Background: an optimization exercise with open tools, aiming at small area. Do not read the settings as production practice.
The RTL was checked by simulation tests, not by an equivalence proof against the original design.
Power and IR drop assume default switching activity.

==> design/flow/design.v <==
package comms_pkg;
  localparam logic [7:0] OP_WRITE_ALL = 8'h00;
  localparam logic [7:0] OP_READ      = 8'h04;
  localparam int unsigned CLKS_PER_BIT_DEFAULT = 25;
  typedef enum logic [2:0] {
    StIdle,
    StHdr1,
    StHdr2,
    StWrite,
    StRead
  } ctrl_state_e;
  typedef enum logic [1:0] {
    TxStart,
    TxData,
    TxStop
  } tx_phase_e;
  typedef enum logic [2:0] {
    RxIdle,
    RxStart,
    RxData,
    RxStop,
    RxBreak
  } rx_state_e;
  localparam logic [4:0] CNT_FIRST      = 5'd1;
  localparam logic [4:0] CNT_HALF_FIRST = 5'd31;
  localparam logic [4:0] CNT_LAST       = 5'd29;
  function automatic logic [4:0] cnt_step(input logic [4:0] s);
    cnt_step = {s[3:0], s[4] ^ s[2]};
  endfunction
  function automatic int unsigned idx_width(input int unsigned n);
    if (n > 1) idx_width = $clog2(n);
    else       idx_width = 1;
  endfunction
endpackage
module uart_rx
#(
  parameter int unsigned CLKS_PER_BIT = comms_pkg::CLKS_PER_BIT_DEFAULT
) (
  input  logic       clk_i,
  input  logic       rst_ni,
  input  logic       rxd_i,
  output logic [7:0] byte_o,
  output logic       byte_valid_o
);
  localparam int unsigned CntW = 5;
  localparam logic [3:0] PosIdle  = 4'd0;
  localparam logic [3:0] PosStart = 4'd1;
  localparam logic [3:0] PosStop  = 4'd2;
  localparam logic [3:0] PosBreak = 4'd3;
  logic            rx_meta_q;
  logic            rx_sync_q;
  logic [3:0]      pos_q;
  logic [CntW-1:0] cnt_q;
  logic [7:0]      shift_q;
  logic            valid_q;
  logic            cnt_last;
  assign cnt_last = (cnt_q == comms_pkg::CNT_LAST);
  always_ff @(posedge clk_i or negedge rst_ni) begin
    if (!rst_ni) begin
      rx_meta_q <= 1'b1;
      rx_sync_q <= 1'b1;
    end else begin
      rx_meta_q <= rxd_i;
      rx_sync_q <= rx_meta_q;
    end
  end
  always_ff @(posedge clk_i or negedge rst_ni) begin
    if (!rst_ni) begin
      pos_q   <= PosIdle;
      valid_q <= 1'b0;
    end else begin
      valid_q <= 1'b0;
      if (pos_q[3]) begin
        if (cnt_last) begin
          pos_q <= (pos_q[2:0] == 3'd7) ? PosStop : pos_q + 1'b1;
        end
      end else begin
        unique case (pos_q[1:0])
          2'd0: begin
            if (!rx_sync_q) begin
              pos_q <= PosStart;
            end
          end
          2'd1: begin
            if (cnt_last) begin
              pos_q <= rx_sync_q ? PosIdle : 4'd8;
            end
          end
          2'd2: begin
            if (cnt_last) begin
              valid_q <= rx_sync_q;
              pos_q   <= rx_sync_q ? PosIdle : PosBreak;
            end
          end
          default: begin
            if (rx_sync_q) begin
              pos_q <= PosIdle;
            end
          end
        endcase
      end
    end
  end
  always_ff @(posedge clk_i) begin
    if (pos_q == PosIdle) begin
      cnt_q <= comms_pkg::CNT_HALF_FIRST;
    end else if (cnt_last) begin
      cnt_q <= comms_pkg::CNT_FIRST;
    end else begin
      cnt_q <= comms_pkg::cnt_step(cnt_q);
    end
    if (pos_q[3] && cnt_last) begin
      shift_q <= {rx_sync_q, shift_q[7:1]};
    end
  end
  assign byte_o       = shift_q;
  assign byte_valid_o = valid_q;
endmodule
module top_level
#(
  parameter int unsigned DATA_ADDRS   = 2,
  parameter int unsigned WORD_BYTES   = 128,
  parameter int unsigned CLKS_PER_BIT = comms_pkg::CLKS_PER_BIT_DEFAULT
) (
  input  logic clk_100mhz,
  input  logic sys_rst,
  input  logic uart_rxd,
  output logic uart_txd
);
  localparam int unsigned     SlotW   = comms_pkg::idx_width(WORD_BYTES);
  localparam int unsigned     CntW    = 5;
  logic [7:0] rx_byte;
  logic       rx_valid;
  uart_rx #(
    .CLKS_PER_BIT(CLKS_PER_BIT)
  ) u_uart_rx (
    .clk_i       (clk_100mhz),
    .rst_ni      (sys_rst),
    .rxd_i       (uart_rxd),
    .byte_o      (rx_byte),
    .byte_valid_o(rx_valid)
  );
  localparam logic [SlotW-1:0] SlotLast = 7'h40;
  function automatic logic [SlotW-1:0] lfsr_step(input logic [SlotW-1:0] s);
    lfsr_step = {s[SlotW-2:0], s[SlotW-1] ^ s[SlotW-2] ^ (s[SlotW-2:0] == '0)};
  endfunction
  logic [WORD_BYTES-1:0] ring_q [2*8];
  logic [SlotW-1:0]      slot_q;      
  comms_pkg::ctrl_state_e state_q;
  logic [SlotW:0]   idx_q;
  logic             pend_q;       
  logic             valid_q;      
  logic [CntW-1:0]  tx_cnt_q;
  logic [3:0]       tx_pos_q;
  logic [7:0]       buf_q;        
  logic             txd_q;
  logic             hit_cur_q;    
  logic             hit_prev;     
  logic [SlotW-1:0] slot_step;
  logic [SlotW-1:0] idx_step;
  logic [7:0]       tap;
  always_comb begin
    hit_prev  = (slot_q == idx_q[SlotW-1:0]);
    slot_step = lfsr_step(slot_q);
    idx_step  = lfsr_step(idx_q[SlotW-1:0]);
    for (int b = 0; b < 8; b++) begin
      tap[b] = idx_q[SlotW] ? ring_q[8+b][WORD_BYTES-1] : ring_q[b][WORD_BYTES-1];
    end
  end
  always_ff @(posedge clk_100mhz) begin
    for (int w = 0; w < 2; w++) begin
      for (int b = 0; b < 8; b++) begin
        ring_q[w*8+b] <= {ring_q[w*8+b][WORD_BYTES-2:0],
                          (pend_q && hit_cur_q && (idx_q[SlotW] == w[0])) ? buf_q[b]
                                                                         : ring_q[w*8+b][WORD_BYTES-1]};
      end
    end
  end
  always_ff @(posedge clk_100mhz or negedge sys_rst) begin
    if (!sys_rst) begin
      slot_q <= '0;
    end else begin
      slot_q <= slot_step;
    end
  end
  always_ff @(posedge clk_100mhz) begin
    hit_cur_q <= hit_prev;
  end
  always_ff @(posedge clk_100mhz) begin
    for (int b = 0; b < 8; b++) begin
      if (state_q == comms_pkg::StWrite) begin
        if (rx_valid) begin
          buf_q[b] <= rx_byte[b];
        end
      end else if (state_q == comms_pkg::StHdr2 || state_q == comms_pkg::StRead) begin
        if ((tx_pos_q > 4'(b)) ? hit_cur_q : hit_prev) begin
          buf_q[b] <= tap[b];
        end
      end
    end
  end
  always_ff @(posedge clk_100mhz or negedge sys_rst) begin
    if (!sys_rst) begin
      state_q <= comms_pkg::StIdle;
      pend_q  <= 1'b0;
      valid_q <= 1'b0;
      txd_q   <= 1'b1;
    end else begin
      if (pend_q && hit_cur_q) begin
        pend_q <= 1'b0;
      end
      unique case (state_q)
        comms_pkg::StIdle: begin
          if (rx_valid) begin
            state_q <= comms_pkg::StHdr1;
          end
        end
        comms_pkg::StHdr1: begin
          if (rx_valid) begin
            state_q <= comms_pkg::StHdr2;
          end
        end
        comms_pkg::StHdr2: begin
          if (rx_valid) begin
            if (tx_pos_q[1]) begin
              valid_q <= 1'b1;
              state_q <= comms_pkg::StWrite;
            end else if (tx_pos_q[0]) begin
              txd_q   <= 1'b0;
              state_q <= comms_pkg::StRead;
            end else begin
              state_q <= comms_pkg::StIdle;
            end
          end
        end
        comms_pkg::StWrite: begin
          if (rx_valid) begin
            pend_q <= 1'b1;
            if (idx_q == {1'b1, SlotLast}) begin
              state_q <= comms_pkg::StIdle;
            end
          end
        end
        comms_pkg::StRead: begin
          if (tx_cnt_q == comms_pkg::CNT_LAST) begin
            if (tx_pos_q == 4'd9) begin
              if (idx_q[SlotW-1:0] == '0) begin
                state_q <= comms_pkg::StIdle;
              end else begin
                txd_q <= 1'b0;
              end
            end else begin
              txd_q <= tx_pos_q[3] | (buf_q[tx_pos_q[2:0]] & valid_q);
            end
          end
        end
        default: state_q <= comms_pkg::StIdle;
      endcase
    end
  end
  always_ff @(posedge clk_100mhz) begin
    if (pend_q && hit_cur_q) begin
      idx_q <= {idx_q[SlotW] ^ (idx_q[SlotW-1:0] == SlotLast), idx_step};
    end
    unique case (state_q)
      comms_pkg::StIdle: begin
        if (rx_valid) begin
          tx_pos_q <= {2'b10, rx_byte == comms_pkg::OP_WRITE_ALL, rx_byte == comms_pkg::OP_READ};
        end
      end
      comms_pkg::StHdr1: begin
        if (rx_valid) begin
          idx_q    <= {rx_byte[0], {SlotW{1'b0}}};
        end
      end
      comms_pkg::StHdr2: begin
        if (rx_valid) begin
          idx_q[SlotW] <= tx_pos_q[0] & idx_q[SlotW];
        end
        if (rx_valid && tx_pos_q[0]) begin
          idx_q[SlotW-1:0] <= idx_step;
          tx_cnt_q <= comms_pkg::CNT_FIRST;
          tx_pos_q <= '0;
        end
      end
      comms_pkg::StRead: begin
        if (tx_cnt_q != comms_pkg::CNT_LAST) begin
          tx_cnt_q <= comms_pkg::cnt_step(tx_cnt_q);
        end else begin
          tx_cnt_q <= comms_pkg::CNT_FIRST;
          if (tx_pos_q == 4'd9) begin
            if (idx_q[SlotW-1:0] != '0) begin
              idx_q[SlotW-1:0] <= idx_step;
              tx_pos_q <= '0;
            end
          end else begin
            tx_pos_q <= tx_pos_q + 1'b1;
          end
        end
      end
      default: ;
    endcase
  end
  assign uart_txd = txd_q;
endmodule
==> design/flow/flow/run.sh <==
#!/bin/bash
# Standard layout, with clock tree synthesis options of our own.
export CTS_ARGS="-sink_clustering_enable -repair_clock_nets -buf_list sky130_fd_sc_hd__clkbuf_8 -root_buf sky130_fd_sc_hd__clkbuf_16 -dont_use_dummy_load"
bash standard.sh > flow_standard.log 2>&1
==> design/flow/standard.sh <==
#!/bin/bash
# synth_recipe.tcl (not shown) runs the flow's synth.tcl, then flattens the netlist and writes it again
# the make line also repeats each setting of config.mk as NAME=value (left out here)
make -C /OpenROAD-flow-scripts/flow DESIGN_CONFIG=/design/flow/config.mk WORK_HOME=/design/flow/orfs CLKGATE_MAP_FILE= SYNTH_SCRIPT=/design/flow/synth_recipe.tcl "${@:-finish}"
==> design/flow/config.mk <==
export PLATFORM = sky130hd
export DESIGN_NAME = top_level
export DESIGN_NICKNAME = top_level
export VERILOG_FILES = /design/flow/design.v
export SDC_FILE = /design/flow/constraint.sdc
export NUM_CORES = 4
export LEC_CHECK = 0
export CAP_MARGIN = 20
export CORE_MARGIN = 2
export CORE_UTILIZATION = 70
export PLACE_DENSITY = 0.8
export SLEW_MARGIN = 20
==> design/flow/constraint.sdc <==
create_clock -name core_clock -period 10.0 [get_ports {clk_100mhz}]
set_input_delay 2.0000 -clock core_clock [delete_from_list [all_inputs] [get_ports {clk_100mhz}]]
set_output_delay 2.0000 -clock core_clock [all_outputs]
set_load 0.01 [all_outputs]
==> run_results.csv, run 1 <==
group,metric,value,unit
finish,syn2layout_area_growth,12.3,%
clocking,numCtsBuffers,295,
detailed_routing,via_per_inst,4.63,
clocking,clk_path_buf_depth,4,
status,status,"no timing/DRC/antenna violations",
pwr,leakage,20.0,nW
synth,synth_edf_count,25,
detailed_routing,routed.top_layer,"met5",
sta,post-route-min-period,3.79,ns
synth,ys_ff_latch,2107,
detailed_routing,dr_wl_met3,2.47,mm
setup_path,cp_max_fo,2,
setup_path,reg2reg_slack,7.74,ns
hold_path,min_to,"ring_q[2][5]",
sta,report.final.slew_viol_count,0,
synth,synth_top_cell_by_area,"dfxtp_1",
placement,postPlaceCellArea,45300,µm²
detailed_routing,finalWirelength,64.2,mm
setup_path,reg2reg_depth,6,
sta,fin_crit_sh,37.9,%
synth,async_flop_share,0.949,%
clocking,cts-hold-fix-buffers,0,
sta,worst_pin_slew,0.819,ns
setup_path,crit_family,"buffers and inverters",
sta,finalClockSkew,0.0656,ns
synth,netlist_instances,2358,
hold_path,min_from,"ring_q[2][4]",
setup_path,end_kind,"output port",
clocking,clkTransAtPathRegs,0.06,ns
detailed_routing,dr.pass1.iters,5,
detailed_routing,drt-met1-wl,28.2,mm
sta,max_freq,0.264,GHz
clocking,clock_sinks,2107,
die,design.core.area,62700,µm²
die,die_h,255,µm
synth,synth_top_area_share,93.3,%
detailed_routing,vias,16200,
setup_path,critical-path-max-stage-delay,0.57,ns
finish,layout.nets,2650,
clocking,clk-insertion-delay-late,0.75,ns
detailed_routing,met2_length,31.7,mm
synth,synth_nets,2366,
flow_run,max_cap_viol_count,0,
synth,yosysSeqAreaShare,96.1,%
placement,dp_hpwl,29.3,mm
clocking,root_buffer,"clkbuf_16",
clocking,htreeDepth,5,
setup_path,crit_slowest_cell,"clkdlybuf4s50_1",
setup_path,reg2reg_from,"idx_q[2]",
die,io_pins,4,
detailed_routing,first_iter_violations,708,
die,initial_utilization,70.5,%
detailed_routing,wl_per_cell,18.4,µm
global_routing,grt.total_usage,20.8,%
die,rows,92,
hold_path,hold_depth,0,
global_routing,grt_pass1_vias,18800,
setup_path,path_buf_inv,1,
synth,synthDistinctLibCells,56,
synth,syn_avg_cell_area,18.8,µm²
hold_path,hold_class,"reg2reg",
synth,synth_warnings,3,
die,dieArea,65200,µm²
global_routing,overflow,0,
global_routing,grt_pass1_wl,104,mm
synth,synthesis.area,44200,µm²
clocking,cts_resized,0,
setup_path,crit_arrival,1.79,ns
sta,fin_tns_setup,0,ns
synth,synthFlopType,"dfxtp_1",
detailed_routing,drc,0,
synth,synthTopCellsByArea,"dfxtp_1, edfxtp_1, dfrtp_1",
placement,io_buffer_count,3,
finish,fin_area,49700,µm²
clocking,cts_tree,"done",
clocking,post_cts_buffers,0,
setup_path,r2r-end,"tx_pos_q[1]",
global_routing,grt_antenna_before_repair,4,
detailed_routing,drtAntennaViolNets,0,
die,fp.dieW,255,µm
sta,timing.slew.headroom,45.3,%
setup_path,path_class,"reg2out",
finish,drive_gt1_share,12.5,%
synth,synth_common_cells,"dfxtp_1, nor2_1, a21oi_1, edfxtp_1, nand2_1",
sta,setup_viol,0,
global_routing,grt_max_degree,27,
sta,hold_viol,0,
placement,place_congestion,0.754,
synth,yosysMostFrequentCell,"dfxtp_1",
sta,rsz0062_at_grt,"no",
setup_path,required,8.00,ns
setup_path,path_cells,"clkdlybuf4s50_1",
pwr,cellPowerDensity,286,nW/µm²
setup_path,critPathLaunchType,"register",
pwr,peakVddDrop,0.201,mV
## registers in the layout, summed over array words and instances (netlist names)
name and cells:
u_uart_rx.cnt_q 5, tx_pos_q 4, txd_q 1, ring_q 2048, tx_cnt_q 5, u_uart_rx.shift_q 8
valid_q 1, pend_q 1, slot_q 7, u_uart_rx.pos_q 4, u_uart_rx.rx_sync_q 1, state_q 3
u_uart_rx.rx_meta_q 1, u_uart_rx.valid_q 1, idx_q 8, hit_cur_q 1, buf_q 8
## layout by cell type, fill, tap and decap left out, types with 5 or more instances in the layout
master,instances
mux2_2,18
a32o_1,6
dfrtp_1,17
o22ai_1,5
nor2b_1,5
nand3_1,6
xnor2_1,8
dfxtp_1,2062
ha_1,5
nor3_1,7
edfxtp_1,25
clkbuf_8,262
o21ai_0,9
a21oi_1,26
clkbuf_16,33
mux2i_1,16
inv_1,10
nor2_1,29
nor4_1,6
nand2b_1,7
nand2_1,19
## routing by layer
metal / track usage, % / vias up
met5: 0 / -
met4: 9.79 / 2
met3: 5.40 / 157
met2: 33.5 / 324
met1: 26.7 / 7783
li1: - / 7885
## cell families (layout without fill, tap and decap cells)
family                   after synthesis  count (layout)  synth area share [%]
buffers and inverters                 27             309                 0.272
multiplexers                          36              36                 0.922
adder cells (fa/ha/maj)                5               5                 0.141
XOR/XNOR                              12              12                 0.238
AO/OA/AOI/OAI                         72              72                  1.11
other                                  0               1                     0
AND/OR/NAND/NOR                       99              99                  1.17
flip-flops                          2107            2107                  96.1
## cell type report
type                            instances  area (µm²)
Multi-Input combinational cell        224        1590
Tap cell                              846        1060
Inverter                               10        37.5
Sequential cell                      2107       42500
Timing Repair Buffer                    4        32.5
Fill cell                            2718       13100
Clock buffer                          295        4430
Antenna cell                            1        2.50
## per-stage QoR
stage	total power [mW]	utilization [%]	cells	setup WS [ns]	hold WS [ns]
2_1_floorplan	8.70	-	2358	7.47	0.310
3_3_place_gp	8.71	72.1	3191	6.70	0.310
3_5_place_dp	8.73	72.1	3191	6.64	0.312
4_1_cts	14.4	79.2	3486	6.15	0.283
5_1_grt	14.7	79.2	3486	6.16	0.290
6_report	14.2	79.2	3487	6.21	0.287
## how the worst max path moves through the flow
stage                     cells past startpoint       end  startpoint  slack, ns
final                                         1  uart_txd       txd_q       6.21
after CTS                                     1  uart_txd       txd_q       6.15
after floorplan                               0  uart_txd       txd_q       7.47
after global routing                          1  uart_txd       txd_q       6.16
after detailed placement                      1   valid_q     sys_rst       6.64
after global placement                        1   valid_q     sys_rst       6.70
## report_power, final
group	switching, mW	internal, mW
sequential	0.0296	8.43
combinational	0.0677	0.0364
clock	2.72	2.92
==> inputs of run 2 (changes only) <==
==> design/flow/flow/run.sh (replaced) <==
#!/bin/bash
# Standard layout, with clock tree synthesis options of our own.
export CTS_ARGS="-sink_clustering_enable -repair_clock_nets -buf_list sky130_fd_sc_hd__clkbuf_8 -root_buf sky130_fd_sc_hd__clkbuf_16 -sink_clustering_size 18 -sink_clustering_max_diameter 90 -dont_use_dummy_load"
bash standard.sh > flow_standard.log 2>&1
==> run 2 against run 1 <==
  * Worst setup slack better by 0.036 ns
  * Core utilization down 4.1 points
  * Maximum frequency up 0.97%
  * Flip-flop and latch count unchanged
  * Via count down 8.1%
  * Largest power group unchanged
  * Still clean on timing, DRC and antenna
  * Sequential share of layout area up 4.7 points
  * Critical endpoint unchanged
  * Register-to-register slack about the same
  * Synthesized cell count unchanged
  * First-iteration DRC count down 6.5%
  * Clock power down 39%
  * Cell area down 5.2%
  * Sequential power about the same
  * Critical path type unchanged
==> run_results.csv, run 2 <==
group,metric,value,unit
clocking,cts-hold-fix-buffers,0,
finish,layout.nets,2490,
global_routing,overflow,0,
synth,synth_top_area_share,93.3,%
setup_path,end_kind,"output port",
detailed_routing,drtAntennaViolNets,0,
global_routing,grt_pass1_wl,84.1,mm
global_routing,grt_max_degree,27,
detailed_routing,vias,14800,
sta,setup_viol,0,
synth,synth_warnings,3,
setup_path,cp_max_fo,2,
detailed_routing,finalWirelength,51.5,mm
detailed_routing,wl_per_cell,15.5,µm
detailed_routing,via_per_inst,4.46,
clocking,clock_sinks,2107,
die,io_pins,4,
detailed_routing,dr.pass1.iters,5,
sta,hold_slack,0.278,ns
pwr,cellPowerDensity,254,nW/µm²
clocking,htreeDepth,4,
setup_path,critPathLaunchType,"register",
setup_path,crit_family,"buffers and inverters",
pwr,power.total,12.0,mW
setup_path,path_class,"reg2out",
sta,finalClockSkew,0.0586,ns
sta,report.final.slew_viol_count,0,
die,initial_utilization,70.5,%
clocking,clk-insertion-delay-late,0.66,ns
sta,fin_crit_sh,37.5,%
die,fp.dieW,255,µm
finish,drive_gt1_share,6.85,%
die,dieArea,65200,µm²
synth,synth_top_cell_by_area,"dfxtp_1",
sta,fin_tns_setup,0,ns
clocking,cts_resized,0,
sta,worst_pin_slew,0.817,ns
synth,synthFlopType,"dfxtp_1",
die,design.core.area,62700,µm²
setup_path,path_buf_inv,1,
placement,io_buffer_count,3,
die,rows,92,
sta,rsz0062_at_grt,"no",
synth,ys_ff_latch,2107,
setup_path,crit_arrival,1.75,ns
placement,place_congestion,0.754,
clocking,numCtsBuffers,135,
finish,final_cell_mix,"dfxtp_1, clkbuf_8, nor2_1",
clocking,clkTransAtPathRegs,0.11,ns
setup_path,crit_slowest_cell,"clkdlybuf4s50_1",
pwr,leakage,18.6,nW
synth,synth_nets,2366,
global_routing,grt.total_usage,16.5,%
synth,synthTopCellsByArea,"dfxtp_1, edfxtp_1, dfrtp_1",
synth,synthDistinctLibCells,56,
sta,hold_viol,0,
synth,synth_common_cells,"dfxtp_1, nor2_1, a21oi_1, edfxtp_1, nand2_1",
finish,fin_area,47100,µm²
sta,post-route-min-period,3.75,ns
synth,synth_edf_count,25,
sta,timing.slew.headroom,45.0,%
global_routing,grt_antenna_before_repair,3,
clocking,clk_path_buf_depth,3,
finish,largest_reg_flops,2048,
setup_path,path_cells,"clkdlybuf4s50_1",
synth,yosysMostFrequentCell,"dfxtp_1",
detailed_routing,drc,0,
placement,dp_hpwl,29.3,mm
clocking,post_cts_buffers,0,
flow_run,max_cap_viol_count,0,
hold_path,hold_class,"reg2reg",
global_routing,grt_pass1_vias,15700,
pwr,peakVddDrop,0.199,mV
placement,postPlaceCellArea,45300,µm²
setup_path,required,8.00,ns
finish,syn2layout_area_growth,6.51,%
sta,max_freq,0.266,GHz
synth,synthesis.area,44200,µm²
setup_path,critical-path-max-stage-delay,0.57,ns
synth,netlist_instances,2358,
synth,async_flop_share,0.949,%
clocking,cts_tree,"done",
synth,syn_avg_cell_area,18.8,µm²
status,status,"no timing/DRC/antenna violations",
clocking,root_buffer,"clkbuf_16",
detailed_routing,first_iter_violations,662,
synth,yosysSeqAreaShare,96.1,%
finish,largest_register,"ring_q",
finish,final_common_cell,"dfxtp_1",
die,die_h,255,µm
==> run 2: metrics by stage <==
stage                     cells  worst slack (ns)  utilization, %
final                      3327              6.25            75.1
after detailed placement   3191              6.64            72.1
after global placement     3191              6.70            72.1
after floorplan            2358              7.47               -
after CTS                  3326              6.18            75.1
after global routing       3326              6.18            75.1
==> run 2: logic make-up after synthesis <==
group,count (synthesis),synth area share [%]
flops,2107,96.1
fa+ha+maj,5,0.141
xor+xnor,12,0.238
buf+inv,27,0.272
mux,36,0.922
compound gates,72,1.11
simple gates,99,1.17
==> run 2: per-layer routing <==
layer,GRT usage (%),part of all wire (%),vias up,wire [µm]
met5,0,0,-,0
met1,24.2,51,6922,26100
met4,7.34,2.7,0,1390
li1,-,-,7561,-
met3,3.46,3.6,128,1880
met2,24.1,43,224,22200
==> run 2: worst paths after layout <==
kind	start	to	slack, ns	depth (start not counted)
worst max-delay path	txd_q	uart_txd	6.25	1
worst min-delay path	ring_q[1][66]	ring_q[1][67]	0.28	0
worst max register to register	idx_q[2]	tx_pos_q[0]	7.73	6
worst min register to register	ring_q[1][66]	ring_q[1][67]	0.28	0
max in group asynchronous	sys_rst	u_uart_rx.valid_q	8.30	1
min in group asynchronous	sys_rst	u_uart_rx.pos_q[3]	1.31	1
==> run 2: layout make-up <==
cell class              count  area, µm²
fillers                  3239      15600
diodes                      1       2.50
repair buffers              4       32.5
multi-input cells         224       1590
clock buffers             135       1870
flip-flops and latches   2107      42500
inverters                  10       37.5
well taps                 846       1060
==> run 2: power breakdown <==
| group | switching [mW] | internal (mW) | total (mW) |
|---|---|---|---|
| Sequential | 0.0271 | 8.42 | 8.45 |
| Combinational | 0.0571 | 0.0360 | 0.0931 |
| Clock | 2.21 | 1.23 | 3.44 |
| Total | 2.29 | 9.69 | 12.0 |
==> inputs of run 3 (changes only) <==
--- a/design/flow/design.v
+++ b/design/flow/design.v
@@ -3,11 +3,11 @@
   localparam logic [7:0] OP_READ      = 8'h04;
   localparam int unsigned CLKS_PER_BIT_DEFAULT = 25;
   typedef enum logic [2:0] {
-    StIdle,
-    StHdr1,
-    StHdr2,
-    StWrite,
-    StRead
+    StIdle  = 3'd0,
+    StHdr1  = 3'd6,
+    StHdr2  = 3'd1,
+    StWrite = 3'd5,
+    StRead  = 3'd4
   } ctrl_state_e;
   typedef enum logic [1:0] {
     TxStart,
==> run 3 against run 2 <==
  * Still clean on timing, DRC and antenna
  * Synthesized cell count hardly changed
  * Via count hardly changed
  * Clock skew increased by 0.0082 ns
  * Die area shrank 0.12%
  * Worst hold slack better by 0.015 ns
  * Critical endpoint unchanged
  * Highest routed layer unchanged
==> run_results.csv, run 3 <==
group,metric,value,unit
finish,final_util,75.0,%
placement,place_congestion,0.789,
detailed_routing,first_iter_violations,650,
clocking,clkTransAtPathRegs,0.11,ns
synth,synth_nets,2364,
synth,syn_avg_cell_area,18.8,µm²
synth,async_flop_share,0.949,%
clocking,clk_path_buf_depth,3,
die,fp.dieW,255,µm
sta,report.final.slew_viol_count,0,
sta,hold_viol,0,
pwr,p_switching,2.34,mW
finish,largest_reg_flops,2048,
pwr,internal_power,9.73,mW
finish,final_cell_count_no_fill,3325,
clocking,cts_tree,"done",
setup_path,cp_max_fo,2,
die,design.core.area,62700,µm²
clocking,post_cts_buffers,0,
global_routing,grt_pass1_vias,15900,
hold_path,hold_class,"reg2reg",
clocking,clock_sinks,2107,
finish,layout.nets,2489,
pwr,swShare,19.4,%
setup_path,crit_slowest_cell,"dfstp_2",
sta,worst_pin_slew,0.838,ns
placement,postPlaceCellArea,45200,µm²
pwr,peakVddDrop,0.197,mV
pwr,power.total,12.1,mW
synth,synth_common_cells,"dfxtp_1, nor2_1, a21oi_1, edfxtp_1, nand2_1",
clocking,cts-hold-fix-buffers,0,
global_routing,grt.total_usage,17.2,%
sta,layout_setup_ws,6.30,ns
detailed_routing,finalWirelength,53.1,mm
placement,dp_cells,3190,
sta,timing.slew.headroom,43.7,%
setup_path,crit_arrival,1.70,ns
global_routing,grt_max_degree,26,
clocking,cts_resized,0,
setup_path,crit_family,"flip-flops",
detailed_routing,drc,0,
status,status,"no timing/DRC/antenna violations",
synth,synth_edf_count,25,
finish,drive_gt1_share,6.78,%
clocking,clk-insertion-delay-late,0.67,ns
clocking,numCtsBuffers,135,
clocking,htreeDepth,4,
setup_path,critical-path-max-stage-delay,0.55,ns
sta,setup_viol,0,
setup_path,path_buf_inv,1,
setup_path,critPathLaunchType,"register",
setup_path,path_class,"reg2out",
pwr,seqPwrFrac,70.3,%
global_routing,grt_antenna_before_repair,1,
finish,final_cell_mix,"dfxtp_1, clkbuf_8, nor2_1",
detailed_routing,dr.pass1.iters,4,
sta,fin_crit_sh,37.0,%
detailed_routing,via_per_inst,4.47,
clocking,root_buffer,"clkbuf_16",
synth,synth_top_cell_by_area,"dfxtp_1",
placement,io_buffer_count,3,
die,dieArea,65100,µm²
global_routing,overflow,0,
sta,hold_slack,0.293,ns
setup_path,end_kind,"output port",
synth,yosysMostFrequentCell,"dfxtp_1",
synth,yosysSeqAreaShare,96.3,%
synth,synth_warnings,3,
synth,synthDistinctLibCells,55,
sta,fin_tns_setup,0,ns
finish,fin_area,47100,µm²
synth,synth_top_area_share,93.4,%
sta,rsz0062_at_grt,"no",
setup_path,required,8.00,ns
die,initial_utilization,70.4,%
die,rows,92,
finish,syn2layout_area_growth,6.56,%
synth,ys_ff_latch,2107,
flow_run,max_cap_viol_count,0,
synth,synthFlopType,"dfxtp_1",
die,die_h,255,µm
detailed_routing,drtAntennaViolNets,0,
placement,dpl_worst_slack,6.69,ns
sta,max_freq,0.270,GHz
detailed_routing,vias,14800,
finish,insertedDiodeCount,0,
sta,finalClockSkew,0.0668,ns
finish,largest_register,"ring_q",
pwr,clkPwrFrac,28.5,%
setup_path,path_cells,"clkdlybuf4s50_1",
placement,dp_hpwl,29.8,mm
detailed_routing,wl_per_cell,16.0,µm
sta,post-route-min-period,3.70,ns
pwr,leakage,18.7,nW
global_routing,grt_pass1_wl,85.8,mm
pwr,comb_power_share,1.2,%
pwr,cellPowerDensity,256,nW/µm²
die,io_pins,4,
synth,synthTopCellsByArea,"dfxtp_1, edfxtp_1, dfrtp_1",
finish,final_common_cell,"dfxtp_1",
synth,netlist_instances,2356,
synth,synthesis.area,44200,µm²
==> run 3: changes by cell type in the layout (fill, tap and decap cells not counted), moves of 2 or more <==
cell,previous run,this run
a32o_1,6,0
nor3_1,7,9
nand2b_1,7,3
o22ai_1,5,3
nor4_1,6,4
a22o_1,0,7
nand4b_1,0,2
nand2_1,19,24
o21ai_0,9,12
==> run 3: kinds of logic (layout without fill, tap and decap cells) <==
logic type	count (synthesis)	count (layout)	synth area share, %
fa+ha+maj	5	5	0.142
buf+inv	24	147	0.204
flops	2107	2107	96.3
compound gates	73	73	1.10
simple gates	100	100	1.16
xor+xnor	12	12	0.238
mux	35	35	0.898
==> run 3: path summary, 6_finish.rpt <==
path	depth (start not counted)	startpoint	slack, ns	to
worst max-delay path	1	txd_q	6.30	uart_txd
worst min-delay path	0	ring_q[2][100]	0.29	ring_q[2][101]
worst max register to register	5	tx_pos_q[0]	7.71	idx_q[0]
worst min register to register	0	ring_q[2][100]	0.29	ring_q[2][101]
max in group asynchronous	1	sys_rst	8.31	u_uart_rx.rx_meta_q
min in group asynchronous	1	sys_rst	1.28	u_uart_rx.pos_q[1]
==> run 3: power groups by stage <==
| stage | clock, mW | sequential (mW) | combinational (mW) |
|---|---|---|---|
| after floorplan | 0 | 8.65 | 0.125 |
| after global placement | 0 | 8.67 | 0.129 |
| after detailed placement | 0 | 8.68 | 0.142 |
| after CTS | 3.56 | 8.48 | 0.143 |
| after global routing | 3.82 | 8.49 | 0.160 |
| final | 3.45 | 8.48 | 0.141 |
==> run 3: final cells by class <==
type	count	area [µm²]
multi-input cells	225	1560
clock buffers	135	1870
fillers	3208	15700
inverters	9	33.8
repair buffers	3	25.0
well taps	846	1060
flip-flops and latches	2107	42500
==> run 3: routing by layer <==
metal  part of all wire, %  up-vias  routed length (µm)  global-route usage (%)
li1                      -     7534                   -                       -
met2                    46      190               24700                    27.5
met1                    47     7018               25000                    23.2
met4                   2.4        0                1260                    6.73
met5                     0        -                   0                       0
met3                   4.2      107                2220                    3.95
==> inputs of run 4 (changes only) <==
--- a/design/flow/design.v
+++ b/design/flow/design.v
@@ -3,11 +3,11 @@
   localparam logic [7:0] OP_READ      = 8'h04;
   localparam int unsigned CLKS_PER_BIT_DEFAULT = 25;
   typedef enum logic [2:0] {
-    StIdle  = 3'd0,
-    StHdr1  = 3'd6,
-    StHdr2  = 3'd1,
-    StWrite = 3'd5,
-    StRead  = 3'd4
+    StIdle,
+    StHdr1,
+    StHdr2,
+    StWrite,
+    StRead
   } ctrl_state_e;
   typedef enum logic [1:0] {
     TxStart,
==> design/flow/flow/run.sh (replaced) <==
#!/bin/bash
# Standard layout, with clock tree synthesis options of our own.
export CTS_ARGS="-sink_clustering_enable -repair_clock_nets -buf_list sky130_fd_sc_hd__clkbuf_8 -root_buf sky130_fd_sc_hd__clkbuf_16 -sink_clustering_size 18 -sink_clustering_max_diameter 40 -dont_use_dummy_load"
bash standard.sh > flow_standard.log 2>&1
--- a/design/flow/config.mk
+++ b/design/flow/config.mk
@@ -7,6 +7,6 @@
 export LEC_CHECK = 0
 export CAP_MARGIN = 20
 export CORE_MARGIN = 2
-export CORE_UTILIZATION = 70
-export PLACE_DENSITY = 0.8
+export CORE_UTILIZATION = 60
+export PLACE_DENSITY = 0.9
 export SLEW_MARGIN = 20
==> run 4 against run 3 <==
  * Worst hold slack got worse by 0.048 ns
  * Via count increased by 1.2%
  * Still clean
  * Routed wire length increased by 7.3%
  * Critical path type unchanged
  * Non-clock buffer count increased by 1
  * Flip-flop and latch count unchanged
  * Maximum frequency increased by 1.8%
==> run_results.csv, run 4 <==
group,metric,value,unit
sta,hold_slack,0.245,ns
detailed_routing,first_iter_violations,592,
die,initial_utilization,60.6,%
synth,synth_top_area_share,93.3,%
pwr,peakVddDrop,0.200,mV
setup_path,path_buf_inv,1,
clocking,clkTransAtPathRegs,0.08,ns
finish,drive_gt1_share,7.41,%
clocking,clk_path_buf_depth,3,
status,status,"no timing/DRC/antenna violations",
clocking,cts-hold-fix-buffers,0,
synth,synth_warnings,3,
synth,synthTopCellsByArea,"dfxtp_1, edfxtp_1, dfrtp_1",
placement,dpl_worst_slack,6.76,ns
global_routing,grt_max_degree,27,
pwr,cellPowerDensity,256,nW/µm²
finish,seq_area,42500,µm²
finish,fin_area,47500,µm²
sta,fin_tns_setup,0,ns
die,design.core.area,73000,µm²
detailed_routing,dr.pass1.iters,5,
setup_path,reg2reg_depth,6,
setup_path,cp_max_fo,2,
detailed_routing,finalWirelength,57.0,mm
die,io_pins,4,
setup_path,end_kind,"output port",
detailed_routing,drc,0,
placement,io_buffer_count,3,
clocking,clk-insertion-delay-late,0.69,ns
setup_path,crit_slowest_cell,"clkdlybuf4s50_1",
clocking,cts_resized,0,
pwr,leakage,18.7,nW
synth,synth_common_cells,"dfxtp_1, nor2_1, a21oi_1, edfxtp_1, nand2_1",
global_routing,met3_usage,3.03,%
global_routing,grt_pass1_vias,16200,
global_routing,grt_busiest_layer,"met2",
finish,syn2layout_area_growth,7.29,%
synth,ys_ff_latch,2107,
die,die_h,276,µm
global_routing,grt.total_usage,15.6,%
global_routing,met2_usage,26.0,%
sta,timing.slew.headroom,35.4,%
setup_path,path_cells,"clkdlybuf4s50_1",
global_routing,grt.met1_usage,19.8,%
synth,synthDistinctLibCells,56,
setup_path,crit_arrival,1.64,ns
flow_run,max_cap_viol_count,0,
finish,multiInputGateArea,1590,µm²
sta,hold_viol,0,
clocking,numCtsBuffers,150,
global_routing,grt_pass1_wl,89.4,mm
clocking,post_cts_buffers,0,
sta,rsz0062_at_grt,"no",
setup_path,critical-path-max-stage-delay,0.53,ns
synth,synth_edf_count,25,
sta,fin_crit_sh,36.4,%
placement,postPlaceCellArea,45400,µm²
finish,layout.nets,2505,
synth,synth_nets,2366,
synth,synth_top_cell_by_area,"dfxtp_1",
finish,fillers,4432,
sta,report.final.slew_viol_count,0,
clocking,htreeDepth,4,
detailed_routing,vias,15000,
clocking,clock_sinks,2107,
clocking,root_buffer,"clkbuf_16",
sta,layout_setup_ws,6.36,ns
die,dieArea,75900,µm²
sta,max_freq,0.275,GHz
setup_path,critPathLaunchType,"register",
synth,syn_avg_cell_area,18.8,µm²
detailed_routing,wl_per_cell,16.5,µm
synth,synthesis.area,44200,µm²
setup_path,required,8.00,ns
finish,largest_reg_flops,2048,
setup_path,crit_cells,1,
die,rows,99,
detailed_routing,via_per_inst,4.35,
finish,final_common_cell,"dfxtp_1",
sta,finalClockSkew,0.0896,ns
finish,insertedDiodeCount,0,
synth,synthFlopType,"dfxtp_1",
hold_path,hold_depth,0,
setup_path,crit_family,"buffers and inverters",
synth,netlist_instances,2358,
placement,place_congestion,0.759,
sta,post-route-min-period,3.64,ns
global_routing,overflow,0,
global_routing,grt_antenna_before_repair,1,
setup_path,path_class,"reg2out",
finish,final_cell_mix,"dfxtp_1, clkbuf_8, nor2_1",
synth,yosysMostFrequentCell,"dfxtp_1",
finish,final_util,65.1,%
finish,largest_register,"ring_q",
sta,worst_pin_slew,0.960,ns
placement,dp_hpwl,34.1,mm
detailed_routing,drtAntennaViolNets,0,
clocking,cts_tree,"done",
hold_path,hold_class,"reg2reg",
synth,async_flop_share,0.949,%
die,fp.dieW,276,µm
sta,setup_viol,0,
synth,yosysSeqAreaShare,96.1,%
-- run 4: cell count changes after synthesis, moves of 2 or more --
cell / previous run / this run
nor3_1: 9 / 7
a32o_1: 0 / 6
o21ai_0: 12 / 9
nand2_1: 24 / 19
o22ai_1: 3 / 5
buf_6: 0 / 2
nor4_1: 4 / 6
nand2b_1: 3 / 7
nand4b_1: 2 / 0
a22o_1: 7 / 0
-- run 4: path summary, 6_finish.rpt --
path	start	to	slack (ns)
setup / recovery	txd_q	uart_txd	6.36
hold / removal	ring_q[2][90]	ring_q[2][91]	0.24
setup reg to reg	idx_q[2]	tx_pos_q[2]	7.57
max in group asynchronous	sys_rst	u_uart_rx.rx_sync_q	8.28
min in group asynchronous	sys_rst	u_uart_rx.pos_q[0]	1.27
hold reg to reg	ring_q[2][90]	ring_q[2][91]	0.24
-- run 4: layout make-up --
class | instances | share of cell area, %
Clock buffer | 150 | 4.37
Tap cell | 959 | 2.53
Inverter | 10 | 0.0791
Timing Repair Buffer | 4 | 0.0685
Multi-Input combinational cell | 224 | 3.34
Sequential cell | 2107 | 89.6
-- run 4: kinds of logic after synthesis --
kind of cell	Yosys count	synth area share [%]
DFF	2107	96.1
and+or+nand+nor	99	1.17
AOI/OAI and AO/OA	72	1.11
muxes	36	0.922
buffers and inverters	27	0.272
xor gates and xnor gates	12	0.238
adders and majority gates	5	0.141
-- run 4: routing by layer --
metal / wire, µm / vias to the layer above
li1: - / 7584
met1: 26100 / 7090
met2: 27400 / 229
met3: 1980 / 127
met4: 1560 / 0
met5: 0 / -
-- run 4: report_power, final --
part	leakage (nW)	internal, mW	switching, mW
clock	1.08	1.36	2.26
combinational	0.621	0.0353	0.0479
sequential	17.0	8.42	0.0262
total	18.7	9.82	2.34
-- run 4: stage by stage --
| stage | total power, mW | cells |
|---|---|---|
| after global placement | 8.71 | 3304 |
| after floorplan | 8.70 | 2358 |
| after global routing | 12.5 | 3454 |
| after CTS | 12.2 | 3454 |
| after detailed placement | 8.72 | 3304 |
| final | 12.2 | 3454 |
==> inputs of run 5 (changes only) <==
==> design/flow/flow/run.sh (replaced) <==
#!/bin/bash
# Standard layout, with clock tree synthesis options of our own.
export CTS_ARGS="-sink_clustering_enable -repair_clock_nets -buf_list sky130_fd_sc_hd__clkbuf_8 -root_buf sky130_fd_sc_hd__clkbuf_16 -sink_clustering_size 19 -sink_clustering_max_diameter 60 -dont_use_dummy_load"
bash standard.sh > flow_standard.log 2>&1
--- a/design/flow/config.mk
+++ b/design/flow/config.mk
@@ -7,6 +7,6 @@
 export LEC_CHECK = 0
 export CAP_MARGIN = 20
 export CORE_MARGIN = 2
-export CORE_UTILIZATION = 60
-export PLACE_DENSITY = 0.9
+export CORE_UTILIZATION = 70
+export PLACE_DENSITY = 0.8
 export SLEW_MARGIN = 20
==> run 5 against run 4 <==
  * Non-clock buffer count stayed put
  * Cell area decreased by 0.88%
  * Die area decreased by 14%
  * Worst hold slack improved by 0.035 ns
  * Synthesized cell count unchanged
  * Largest power group unchanged
  * Flip-flop and latch count is the same
  * Worst setup slack lost 0.068 ns
  * First-iteration DRC count up 20%
  * Clock skew fell by 0.023 ns
  * Count of clock-buffer cells in the layout down 20
  * Synthesized area is the same
  * Cell count fell by 3.9%
==> run_results.csv, run 5 <==
group,metric,value,unit
status,status,"no timing/DRC/antenna violations",
setup_path,required,8.00,ns
synth,synth_nets,2366,
synth,synth_top_area_share,93.3,%
finish,syn2layout_area_growth,6.35,%
sta,setup_viol,0,
global_routing,grt_pass1_vias,15700,
clocking,numCtsBuffers,130,
clocking,post_cts_buffers,0,
synth,synth_warnings,3,
pwr,internal_power,9.65,mW
pwr,peakVddDrop,0.182,mV
hold_path,min_to,"ring_q[9][100]",
die,initial_utilization,70.5,%
finish,largest_register,"ring_q",
placement,dp_hpwl,29.3,mm
synth,synthesis.area,44200,µm²
global_routing,overflow,0,
sta,hold_viol,0,
setup_path,reg2reg_slack,7.70,ns
pwr,comb_power_share,0.8,%
pwr,swShare,19.1,%
setup_path,cp-startpoint,"txd_q",
synth,synth_top_cell_by_area,"dfxtp_1",
die,fp.dieW,255,µm
sta,rsz0062_at_grt,"no",
synth,synthFlopType,"dfxtp_1",
synth,yosysSeqAreaShare,96.1,%
synth,synthDistinctLibCells,56,
pwr,cellPowerDensity,254,nW/µm²
placement,place_congestion,0.754,
detailed_routing,wl_per_cell,15.6,µm
die,design.core.area,62700,µm²
global_routing,grt_antenna_before_repair,4,
synth,synth_common_cells,"dfxtp_1, nor2_1, a21oi_1, edfxtp_1, nand2_1",
sta,max_freq,0.270,GHz
clocking,cts_tree,"done",
finish,final_util,75.0,%
detailed_routing,first_iter_violations,712,
setup_path,critPathLaunchType,"register",
sta,post-route-min-period,3.70,ns
pwr,clkPwrFrac,28.4,%
die,dieArea,65200,µm²
synth,synth_edf_count,25,
synth,async_flop_share,0.949,%
sta,fin_tns_setup,0,ns
hold_path,hold_depth,0,
finish,final_common_cell,"dfxtp_1",
setup_path,reg2reg_depth,6,
sta,timing.slew.headroom,45.0,%
synth,ys_ff_latch,2107,
finish,final_cell_mix,"dfxtp_1, clkbuf_8, nor2_1",
clocking,clk_path_buf_depth,3,
synth,netlist_instances,2358,
finish,layout.nets,2485,
finish,largest_reg_flops,2048,
synth,yosysMostFrequentCell,"dfxtp_1",
detailed_routing,drc,0,
clocking,cts_resized,0,
pwr,p_switching,2.28,mW
detailed_routing,drtAntennaViolNets,0,
clocking,htreeDepth,4,
clocking,root_buffer,"clkbuf_16",
global_routing,grt_max_degree,27,
synth,synthTopCellsByArea,"dfxtp_1, edfxtp_1, dfrtp_1",
sta,worst_pin_slew,0.818,ns
detailed_routing,via_per_inst,4.45,
clocking,clk-insertion-delay-late,0.67,ns
global_routing,grt_pass1_wl,84.1,mm
pwr,leakage,18.6,nW
die,die_h,255,µm
flow_run,max_cap_viol_count,0,
hold_path,min_from,"ring_q[9][99]",
placement,postPlaceCellArea,45300,µm²
finish,fillers,3253,
sta,fin_crit_sh,37.0,%
detailed_routing,vias,14800,
setup_path,crit_slowest_cell,"clkdlybuf4s50_1",
finish,insertedDiodeCount,0,
setup_path,critical-path-max-stage-delay,0.57,ns
synth,syn_avg_cell_area,18.8,µm²
setup_path,cp_max_fo,2,
detailed_routing,finalWirelength,51.7,mm
sta,hold_slack,0.280,ns
setup_path,crit_arrival,1.70,ns
clocking,cts-hold-fix-buffers,0,
setup_path,path_cells,"clkdlybuf4s50_1",
setup_path,end_kind,"output port",
finish,fin_area,47000,µm²
detailed_routing,dr.pass1.iters,5,
sta,report.final.slew_viol_count,0,
sta,finalClockSkew,0.0664,ns
setup_path,path_buf_inv,1,
setup_path,reg2reg_from,"idx_q[2]",
die,rows,92,
clocking,clkTransAtPathRegs,0.09,ns
finish,drive_gt1_share,6.67,%
setup_path,crit_family,"buffers and inverters",
placement,io_buffer_count,3,
clocking,clock_sinks,2107,
die,io_pins,4,
hold_path,hold_class,"reg2reg",
setup_path,r2r-end,"tx_pos_q[1]",
pwr,seqPwrFrac,70.8,%
global_routing,grt.total_usage,16.6,%
setup_path,path_class,"reg2out",
run 5: cell counts after synthesis:
Identical to the previous run, type by type.
run 5: how the worst max path moves through the flow:
stage	cells past startpoint	endpoint	slack (ns)
after floorplan	0	uart_txd	7.47
after global placement	1	valid_q	6.70
after detailed placement	1	valid_q	6.64
after CTS	1	uart_txd	6.22
after global routing	1	uart_txd	6.23
final	1	uart_txd	6.30
run 5: logic make-up (layout without fill, tap and decap cells):
group	count (synthesis)	count (layout)	share of synthesized area, %
multiplexers	36	36	0.922
AO/OA/AOI/OAI	72	72	1.11
XOR/XNOR	12	12	0.238
flip-flops	2107	2107	96.1
AND/OR/NAND/NOR	99	99	1.17
buffers and inverters	27	144	0.272
adder cells (fa/ha/maj)	5	5	0.141
run 5: metal layers:
layer  vias up  GRT usage, %  routed length [µm]
met4         0          6.85                1460
met1      6885          24.4               26100
met3       131          3.73                1910
met5         -             0                   0
li1       7548             -                   -
met2       224          24.1               22200
run 5: cell type report:
class,count,area (µm²),area share [%]
Clock buffer,130,1800,3.83
Multi-Input combinational cell,224,1590,3.37
Tap cell,846,1060,2.25
Timing Repair Buffer,4,32.5,0.0691
Sequential cell,2107,42500,90.4
Inverter,10,37.5,0.0798
run 5: through the flow:
step           cells  power (mW)  setup WS (ns)
5_1_grt         3321        12.3           6.23
6_report        3321        11.9           6.30
4_1_cts         3321        12.0           6.22
3_5_place_dp    3191        8.73           6.64
3_3_place_gp    3191        8.71           6.70
2_1_floorplan   2358        8.70           7.47
run 5: power groups by stage:
stage / Sequential (mW) / Clock (mW) / Combinational [mW]
finish: 8.45 / 3.39 / 0.0925
global route: 8.46 / 3.77 / 0.100
CTS: 8.45 / 3.49 / 0.0908
detailed placement: 8.64 / 0 / 0.0906
global placement: 8.64 / 0 / 0.0691
floorplan: 8.63 / 0 / 0.0659
==> inputs of run 6 (changes only) <==
--- a/design/flow/design.v
+++ b/design/flow/design.v
@@ -3,11 +3,11 @@
   localparam logic [7:0] OP_READ      = 8'h04;
   localparam int unsigned CLKS_PER_BIT_DEFAULT = 25;
   typedef enum logic [2:0] {
-    StIdle,
-    StHdr1,
-    StHdr2,
-    StWrite,
-    StRead
+    StIdle  = 3'd0,
+    StHdr1  = 3'd6,
+    StHdr2  = 3'd1,
+    StWrite = 3'd5,
+    StRead  = 3'd4
   } ctrl_state_e;
   typedef enum logic [1:0] {
     TxStart,
==> run 6 against run 5 <==
  * Clock skew up 0.050 ns
  * Worst setup slack better by 0.078 ns
  * Core utilization down 0.058 points
  * Largest cell class unchanged
  * First-iteration DRC count down 3.9%
  * Maximum frequency up 2.2%
  * Cell count about the same
==> run_results.csv, run 6 <==
group,metric,value,unit
placement,dp_hpwl,29.8,mm
synth,synth_edf_count,25,
finish,final_cell_mix,"dfxtp_1, clkbuf_8, nor2_1",
synth,synth_top_area_share,93.4,%
synth,syn_avg_cell_area,18.8,µm²
die,initial_utilization,70.4,%
synth,yosysSeqAreaShare,96.3,%
hold_path,hold_class,"reg2reg",
clocking,clkTransAtPathRegs,0.10,ns
placement,place_congestion,0.789,
pwr,p_switching,2.33,mW
sta,post-route-min-period,3.63,ns
clocking,cts_tree,"done",
detailed_routing,wl_per_cell,15.8,µm
clocking,numCtsBuffers,130,
setup_path,path_buf_inv,1,
sta,worst_pin_slew,0.845,ns
synth,netlist_instances,2356,
die,io_pins,4,
die,fp.dieW,255,µm
synth,synth.area.mux_share,0.898,%
global_routing,grt_max_degree,26,
finish,drive_gt1_share,6.59,%
setup_path,required,8.00,ns
global_routing,grt_antenna_before_repair,1,
pwr,leakage,18.7,nW
setup_path,crit_slowest_cell,"dfstp_2",
finish,fillers,3247,
detailed_routing,vias,14800,
synth,synth_nets,2364,
pwr,swShare,19.4,%
global_routing,overflow,0,
pwr,comb_power_share,1.2,%
die,rows,92,
pwr,peakVddDrop,0.175,mV
synth,synthAdderAreaFrac,0.142,%
clocking,cts_resized,0,
detailed_routing,drtAntennaViolNets,0,
sta,timing.slew.headroom,43.2,%
finish,final_util,74.9,%
detailed_routing,via_per_inst,4.45,
sta,fin_tns_setup,0,ns
die,dieArea,65100,µm²
synth,synthTopCellsByArea,"dfxtp_1, edfxtp_1, dfrtp_1",
clocking,cts-hold-fix-buffers,0,
synth,async_flop_share,0.949,%
detailed_routing,dr.pass1.iters,4,
finish,final_common_cell,"dfxtp_1",
setup_path,cp_max_fo,2,
finish,largest_register,"ring_q",
flow_run,max_cap_viol_count,0,
detailed_routing,drc,0,
placement,io_buffer_count,3,
global_routing,grt_pass1_wl,84.9,mm
global_routing,grt_pass1_vias,15800,
clocking,post_cts_buffers,0,
synth,synthSimpleGateAreaFrac,1.16,%
setup_path,end_kind,"output port",
setup_path,crit_family,"flip-flops",
synth,synth_common_cells,"dfxtp_1, nor2_1, a21oi_1, edfxtp_1, nand2_1",
pwr,seqPwrFrac,70.6,%
synth,synthDistinctLibCells,55,
synth,ys_ff_latch,2107,
die,die_h,255,µm
clocking,htreeDepth,4,
pwr,clkPwrFrac,28.2,%
detailed_routing,first_iter_violations,684,
clocking,clk-insertion-delay-late,0.68,ns
setup_path,path_cells,"clkdlybuf4s50_1",
detailed_routing,finalWirelength,52.5,mm
sta,hold_viol,0,
sta,setup_viol,0,
synth,synth_xor_area_share,0.238,%
finish,largest_reg_flops,2048,
sta,max_freq,0.276,GHz
sta,finalClockSkew,0.117,ns
setup_path,path_class,"reg2out",
synth,synth_top_family_by_area,"simple AND/OR/NAND/NOR gates",
sta,report.final.slew_viol_count,0,
clocking,clock_sinks,2107,
synth,yosysMostFrequentCell,"dfxtp_1",
synth,synth_compound_area_share,1.10,%
pwr,internal_power,9.69,mW
setup_path,crit_arrival,1.63,ns
setup_path,critPathLaunchType,"register",
die,design.core.area,62700,µm²
setup_path,critical-path-max-stage-delay,0.53,ns
finish,layout.nets,2484,
finish,syn2layout_area_growth,6.40,%
sta,fin_crit_sh,36.3,%
sta,rsz0062_at_grt,"no",
pwr,cellPowerDensity,256,nW/µm²
synth,synth_warnings,3,
status,status,"no timing/DRC/antenna violations",
finish,insertedDiodeCount,0,
synth,synthesis.area,44200,µm²
clocking,root_buffer,"clkbuf_16",
clocking,clk_path_buf_depth,3,
synth,synthFlopType,"dfxtp_1",
global_routing,grt.total_usage,17.0,%
synth,synth_top_cell_by_area,"dfxtp_1",
==> run 6: changes by cell type after synthesis, moves of 2 or more <==
cell and delta:
a22o_1 +7, a32o_1 -6, buf_6 -2, nand2_1 +5, nand2b_1 -4, nand4b_1 +2
nor3_1 +2, nor4_1 -2, o21ai_0 +3, o22ai_1 -2
==> run 6: kinds of logic after synthesis <==
group / count (synthesis)
xor gates and xnor gates: 12
muxes: 35
AOI/OAI and AO/OA: 73
adders and majority gates: 5
and+or+nand+nor: 100
buffers and inverters: 24
DFF: 2107
==> run 6: layer usage <==
layer | up-vias | GRT usage [%] | share of wire [%]
li1 | 7532 | - | -
met1 | 6955 | 23.0 | 47
met2 | 164 | 26.9 | 46
met3 | 115 | 4.34 | 4.2
met4 | 0 | 6.43 | 2.4
met5 | - | 0 | 0
==> run 6: power by group through the flow <==
stage	Sequential [mW]	Clock (mW)	Combinational, mW
2_1_floorplan	8.65	0	0.125
3_3_place_gp	8.67	0	0.129
3_5_place_dp	8.68	0	0.142
4_1_cts	8.49	3.50	0.143
5_1_grt	8.50	3.77	0.161
6_report	8.49	3.39	0.141
==> run 6: layout make-up <==
cell class,instances,area (µm²),area share [%]
repair buffers,3,25.0,0.0532
clock buffers,130,1800,3.83
flip-flops and latches,2107,42500,90.5
inverters,9,33.8,0.0719
multi-input cells,225,1560,3.32
well taps,846,1060,2.25
==> run 6: worst paths after layout <==
check | from | to | slack [ns] | depth (start not counted)
min in group asynchronous | sys_rst | u_uart_rx.pos_q[0] | 1.27 | 1
worst max-delay path | txd_q | uart_txd | 6.37 | 1
max in group asynchronous | sys_rst | txd_q | 8.26 | 1
worst min-delay path | ring_q[5][4] | ring_q[5][5] | 0.27 | 0
worst max register to register | tx_pos_q[0] | idx_q[0] | 7.67 | 5
worst min register to register | ring_q[5][4] | ring_q[5][5] | 0.27 | 0
==> run 6: stage by stage <==
stage	power [mW]	cells	setup slack [ns]	hold WS, ns	instance area, µm²
3_5_place_dp	8.82	3190	6.69	0.312	45200
5_1_grt	12.4	3320	6.31	0.276	47000
3_3_place_gp	8.80	3190	6.78	0.312	45200
6_report	12.0	3320	6.37	0.275	47000
2_1_floorplan	8.77	2356	7.47	0.310	44200
4_1_cts	12.1	3320	6.31	0.266	47000
==> inputs of run 7 (changes only) <==
==> design/flow/flow/run.sh (replaced) <==
#!/bin/bash
# Standard layout, with clock tree synthesis options of our own.
export CTS_ARGS="-sink_clustering_enable -repair_clock_nets -buf_list {sky130_fd_sc_hd__clkbuf_4 sky130_fd_sc_hd__clkbuf_8} -sink_clustering_buffer sky130_fd_sc_hd__clkbuf_8 -tree_buf sky130_fd_sc_hd__clkbuf_4 -root_buf sky130_fd_sc_hd__clkbuf_16 -sink_clustering_size 18 -sink_clustering_max_diameter 60 -dont_use_dummy_load"
bash standard.sh > flow_standard.log 2>&1
==> run 7 against run 6 <==
  * Maximum frequency shrank 1.1%
  * Sequential share of layout area is essentially flat
  * Critical endpoint unchanged
  * Synthesized cell count is the same
  * Critical path type unchanged
==> run_results.csv, run 7 <==
group,metric,value,unit
setup_path,path_cells,"clkdlybuf4s50_1",
finish,final_cell_count_no_fill,3330,
finish,largest_register,"ring_q",
finish,final_common_cell,"dfxtp_1",
die,io_pins,4,
sta,layout_setup_ws,6.33,ns
sta,worst_pin_slew,0.848,ns
synth,yosysSeqAreaShare,96.3,%
setup_path,crit_slowest_cell,"dfstp_2",
placement,io_buffer_count,3,
clocking,cts-hold-fix-buffers,0,
synth,synth_top_cell_by_area,"dfxtp_1",
clocking,clk-insertion-delay-late,0.74,ns
setup_path,required,8.00,ns
pwr,peakVddDrop,0.196,mV
detailed_routing,dr.pass1.iters,4,
synth,async_flop_share,0.949,%
setup_path,path_class,"reg2out",
finish,fillers,3264,
pwr,cellPowerDensity,255,nW/µm²
clocking,cts_tree,"done",
clocking,post_cts_buffers,0,
global_routing,overflow,0,
hold_path,hold_depth,0,
setup_path,crit_family,"flip-flops",
sta,hold_viol,0,
synth,yosysMostFrequentCell,"dfxtp_1",
setup_path,critPathLaunchType,"register",
synth,synth_top_area_share,93.4,%
die,die_h,255,µm
clocking,numCtsBuffers,137,
synth,synth_edf_count,25,
global_routing,grt_max_degree,26,
global_routing,grt_pass1_wl,84.7,mm
setup_path,path_buf_inv,1,
detailed_routing,first_iter_violations,681,
detailed_routing,wl_per_cell,15.8,µm
sta,report.final.slew_viol_count,0,
synth,synthDistinctLibCells,55,
setup_path,cp_max_fo,2,
setup_path,critical-path-max-stage-delay,0.53,ns
detailed_routing,vias,14800,
detailed_routing,drc,0,
die,fp.dieW,255,µm
synth,syn_avg_cell_area,18.8,µm²
die,rows,92,
sta,finalClockSkew,0.124,ns
detailed_routing,finalWirelength,52.6,mm
setup_path,reg2reg_depth,5,
sta,post-route-min-period,3.67,ns
setup_path,crit_cells,1,
sta,timing.slew.headroom,43.0,%
clocking,root_buffer,"clkbuf_16",
clocking,htreeDepth,4,
clocking,clk_path_buf_depth,3,
die,dieArea,65100,µm²
global_routing,grt.total_usage,17.0,%
clocking,clock_sinks,2107,
clocking,cts_resized,0,
die,design.core.area,62700,µm²
sta,setup_viol,0,
placement,dp_cells,3190,
sta,rsz0062_at_grt,"no",
synth,synth_common_cells,"dfxtp_1, nor2_1, a21oi_1, edfxtp_1, nand2_1",
setup_path,end_kind,"output port",
placement,dp_hpwl,29.8,mm
flow_run,max_cap_viol_count,0,
status,status,"no timing/DRC/antenna violations",
finish,layout.nets,2491,
global_routing,grt_pass1_vias,15800,
die,initial_utilization,70.4,%
finish,final_cell_mix,"dfxtp_1, clkbuf_8, nor2_1",
sta,max_freq,0.273,GHz
synth,synthTopCellsByArea,"dfxtp_1, edfxtp_1, dfrtp_1",
finish,drive_gt1_share,6.85,%
finish,final_util,74.9,%
sta,fin_crit_sh,36.7,%
pwr,leakage,18.7,nW
synth,netlist_instances,2356,
placement,place_congestion,0.789,
setup_path,crit_arrival,1.67,ns
detailed_routing,via_per_inst,4.46,
detailed_routing,drtAntennaViolNets,0,
finish,syn2layout_area_growth,6.41,%
finish,largest_reg_flops,2048,
hold_path,hold_class,"reg2reg",
synth,synthFlopType,"dfxtp_1",
placement,dpl_worst_slack,6.69,ns
pwr,power.total,12.0,mW
global_routing,grt_antenna_before_repair,2,
clocking,clkTransAtPathRegs,0.10,ns
sta,fin_tns_setup,0,ns
synth,synth_warnings,3,
synth,synthesis.area,44200,µm²
synth,synth_nets,2364,
synth,ys_ff_latch,2107,
-- run 7: per-stage QoR --
step	cell area, µm²	hold WS, ns
6_report	47000	0.227
3_5_place_dp	45200	0.312
2_1_floorplan	44200	0.310
3_3_place_gp	45200	0.312
4_1_cts	47000	0.206
5_1_grt	47000	0.221
-- run 7: per-layer routing --
| layer | GRT usage, % | routed length, µm | up-vias |
|---|---|---|---|
| li1 | - | - | 7542 |
| met1 | 23.0 | 25000 | 7005 |
| met2 | 26.7 | 24300 | 186 |
| met3 | 4.28 | 2130 | 107 |
| met4 | 6.57 | 1270 | 0 |
| met5 | 0 | 0 | - |
-- run 7: final timing paths --
path                          startpoint            endpoint  slack [ns]
min                        ring_q[2][91]       ring_q[2][92]        0.23
max reg2reg                  tx_pos_q[0]            idx_q[0]        7.71
min reg2reg                ring_q[2][91]       ring_q[2][92]        0.23
min in group asynchronous        sys_rst  u_uart_rx.pos_q[2]        1.21
max                                txd_q            uart_txd        6.33
max in group asynchronous        sys_rst               txd_q        8.30
-- run 7: logic make-up after synthesis --
family	share of synthesized area (%)
adder cells (fa/ha/maj)	0.142
flip-flops	96.3
AO/OA/AOI/OAI	1.10
AND/OR/NAND/NOR	1.16
buffers and inverters	0.204
XOR/XNOR	0.238
multiplexers	0.898
-- run 7: cell type report --
cell class / count / area [µm²] / area share (%)
Inverter: 9 / 33.8 / 0.0719
Timing Repair Buffer: 3 / 25.0 / 0.0532
Sequential cell: 2107 / 42500 / 90.5
Tap cell: 846 / 1060 / 2.25
Clock buffer: 137 / 1800 / 3.82
Antenna cell: 3 / 7.51 / 0.0160
Multi-Input combinational cell: 225 / 1560 / 3.32
-- run 7: report_power, final --
part,switching [mW],internal (mW)
Clock,2.20,1.17
Combinational,0.0795,0.0612
Sequential,0.0478,8.44
Total,2.33,9.67
==> inputs of run 8 (changes only) <==
==> design/flow/flow/run.sh (replaced) <==
#!/bin/bash
# Standard layout, with clock tree synthesis options of our own.
export CTS_ARGS="-sink_clustering_enable -repair_clock_nets -buf_list {sky130_fd_sc_hd__clkbuf_2 sky130_fd_sc_hd__clkbuf_8} -sink_clustering_buffer sky130_fd_sc_hd__clkbuf_8 -tree_buf sky130_fd_sc_hd__clkbuf_2 -root_buf sky130_fd_sc_hd__clkbuf_16 -sink_clustering_size 18 -sink_clustering_max_diameter 60 -dont_use_dummy_load"
bash standard.sh > flow_standard.log 2>&1
==> run 8 against run 7 <==
  * Still clean
  * Non-clock buffer count unchanged
  * Count of clock-buffer cells in the layout unchanged
  * First-iteration DRC count increased by 2.3%
  * Synthesized area unchanged
  * Combinational power about the same
  * Maximum frequency decreased by 1.7%
  * Worst hold slack got worse by 0.054 ns
  * Sequential share of layout area increased by 0.072 points
  * Flip-flop and latch count unchanged
  * Critical endpoint unchanged
  * Largest cell class unchanged
==> run_results.csv, run 8 <==
group,metric,value,unit
status,status,"no timing/DRC/antenna violations",
synth,synthDistinctLibCells,55,
sta,fin_crit_sh,37.3,%
setup_path,end_kind,"output port",
sta,timing.slew.headroom,42.4,%
pwr,swShare,19.5,%
global_routing,grt_pass1_vias,15900,
pwr,leakage,18.7,nW
setup_path,required,8.00,ns
detailed_routing,met2_length,24.5,mm
sta,post-route-min-period,3.73,ns
die,die_h,255,µm
clocking,clk_path_buf_depth,3,
global_routing,grt_pass1_wl,85.1,mm
setup_path,crit_cells,1,
pwr,p_switching,2.34,mW
finish,drive_gt1_share,6.85,%
sta,hold_viol,0,
placement,place_congestion,0.789,
synth,synthTopCellsByArea,"dfxtp_1, edfxtp_1, dfrtp_1",
sta,finalClockSkew,0.176,ns
setup_path,cp_max_fo,2,
setup_path,path_class,"reg2out",
synth,synthFlopType,"dfxtp_1",
pwr,peakVddDrop,0.196,mV
hold_path,hold_class,"reg2reg",
setup_path,reg2reg_depth,5,
sta,hold_slack,0.172,ns
global_routing,grt.total_usage,17.1,%
pwr,clkPwrFrac,27.8,%
clocking,numCtsBuffers,137,
finish,fillers,3241,
synth,async_flop_share,0.949,%
die,design.core.area,62700,µm²
detailed_routing,first_iter_violations,697,
global_routing,overflow,0,
setup_path,cp-startpoint,"txd_q",
setup_path,path_cells,"clkdlybuf4s50_1",
detailed_routing,drt-met1-wl,24.9,mm
pwr,comb_power_share,1.2,%
clocking,cts_tree,"done",
placement,dp_cells,3190,
die,fp.dieW,255,µm
detailed_routing,via_per_inst,4.47,
flow_run,max_cap_viol_count,0,
setup_path,critical-path-max-stage-delay,0.53,ns
pwr,internal_power,9.62,mW
finish,largest_reg_flops,2048,
setup_path,critPathLaunchType,"register",
finish,syn2layout_area_growth,6.32,%
detailed_routing,wl_per_cell,15.9,µm
global_routing,grt_max_degree,26,
setup_path,crit_family,"flip-flops",
die,initial_utilization,70.4,%
synth,yosysSeqAreaShare,96.3,%
synth,synth_common_cells,"dfxtp_1, nor2_1, a21oi_1, edfxtp_1, nand2_1",
detailed_routing,vias,14900,
setup_path,crit_arrival,1.73,ns
synth,synth_edf_count,25,
finish,largest_register,"ring_q",
clocking,cts-hold-fix-buffers,0,
die,dieArea,65100,µm²
synth,syn_avg_cell_area,18.8,µm²
synth,netlist_instances,2356,
detailed_routing,drtAntennaViolNets,0,
finish,final_util,74.9,%
synth,ys_ff_latch,2107,
setup_path,path_buf_inv,1,
placement,dp_hpwl,29.8,mm
die,io_pins,4,
synth,synth_top_area_share,93.4,%
placement,io_buffer_count,3,
sta,rsz0062_at_grt,"no",
pwr,seqPwrFrac,71.0,%
setup_path,reg2reg_slack,7.68,ns
detailed_routing,finalWirelength,52.9,mm
clocking,clock_sinks,2107,
finish,layout.nets,2491,
finish,final_cell_mix,"dfxtp_1, clkbuf_8, nor2_1",
pwr,power.total,12.0,mW
synth,yosysMostFrequentCell,"dfxtp_1",
setup_path,crit_end,"uart_txd",
detailed_routing,routed.top_layer,"met4",
synth,synthesis.area,44200,µm²
sta,worst_pin_slew,0.857,ns
finish,final_cell_count_no_fill,3331,
setup_path,reg2reg_from,"tx_pos_q[0]",
detailed_routing,dr_wl_met3,2.06,mm
synth,synth_top_cell_by_area,"dfxtp_1",
clocking,root_buffer,"clkbuf_16",
sta,report.final.slew_viol_count,0,
synth,synth_nets,2364,
sta,fin_tns_setup,0,ns
finish,final_common_cell,"dfxtp_1",
pwr,cellPowerDensity,254,nW/µm²
synth,synth_warnings,3,
clocking,htreeDepth,4,
setup_path,r2r-end,"idx_q[0]",
die,rows,92,
clocking,clkTransAtPathRegs,0.10,ns
clocking,cts_resized,0,
global_routing,grt_antenna_before_repair,2,
setup_path,crit_slowest_cell,"dfstp_2",
sta,setup_viol,0,
detailed_routing,drc,0,
clocking,clk-insertion-delay-late,0.85,ns
sta,max_freq,0.268,GHz
detailed_routing,dr.pass1.iters,4,
clocking,post_cts_buffers,0,
hold_path,hold_depth,0,
## run 8: cell counts after synthesis
Identical to the previous run, type by type.
## run 8: power by group through the flow
stage / registers, mW / clock network (mW) / logic (mW)
6_report: 8.49 / 3.33 / 0.141
5_1_grt: 8.49 / 3.71 / 0.160
4_1_cts: 8.48 / 3.44 / 0.143
3_5_place_dp: 8.68 / 0 / 0.142
3_3_place_gp: 8.67 / 0 / 0.129
2_1_floorplan: 8.65 / 0 / 0.125
## run 8: cell families after synthesis
family / share of synthesized area [%]
buffers and inverters: 0.204
flip-flops: 96.3
AND/OR/NAND/NOR: 1.16
multiplexers: 0.898
XOR/XNOR: 0.238
AO/OA/AOI/OAI: 1.10
adder cells (fa/ha/maj): 0.142
## run 8: cell type report
| cell class | count | area (µm²) | share of cell area (%) |
|---|---|---|---|
| Tap cell | 846 | 1060 | 2.25 |
| Multi-Input combinational cell | 225 | 1560 | 3.32 |
| Timing Repair Buffer | 3 | 25.0 | 0.0533 |
| Inverter | 9 | 33.8 | 0.0719 |
| Clock buffer | 137 | 1760 | 3.74 |
| Sequential cell | 2107 | 42500 | 90.5 |
| Antenna cell | 4 | 10.0 | 0.0213 |
## run 8: worst min path at each step
stage / slack (ns) / start / endpoint
3_5_place_dp: 0.31 / ring_q[12][40] / ring_q[12][41]
5_1_grt: 0.17 / ring_q[4][13] / ring_q[4][14]
4_1_cts: 0.14 / ring_q[4][13] / ring_q[4][14]
3_3_place_gp: 0.31 / ring_q[1][50] / ring_q[1][51]
2_1_floorplan: 0.31 / ring_q[0][99] / ring_q[0][100]
6_report: 0.17 / ring_q[2][91] / ring_q[2][92]
## run 8: metrics by stage
stage               setup slack [ns]  cell area (µm²)
floorplan                       7.47            44200
global placement                6.78            45200
detailed placement              6.69            45200
CTS                             6.17            47000
global route                    6.18            47000
finish                          6.27            47000
## run 8: per-layer routing
layer / track usage (%) / up-vias
li1: - / 7548
met1: 23.1 / 7053
met2: 27.0 / 183
met3: 4.06 / 121
met4: 7.07 / 0
met5: 0 / -

Re-timed with assumed drivers on the ports (clkbuf_16 on the clock, buf_2 on other inputs), run 8 has 6.207 ns of setup slack against 6.269 ns with ideal ports, and 7.040 ns once port delays also move by the mid clock arrival of 0.833 ns.
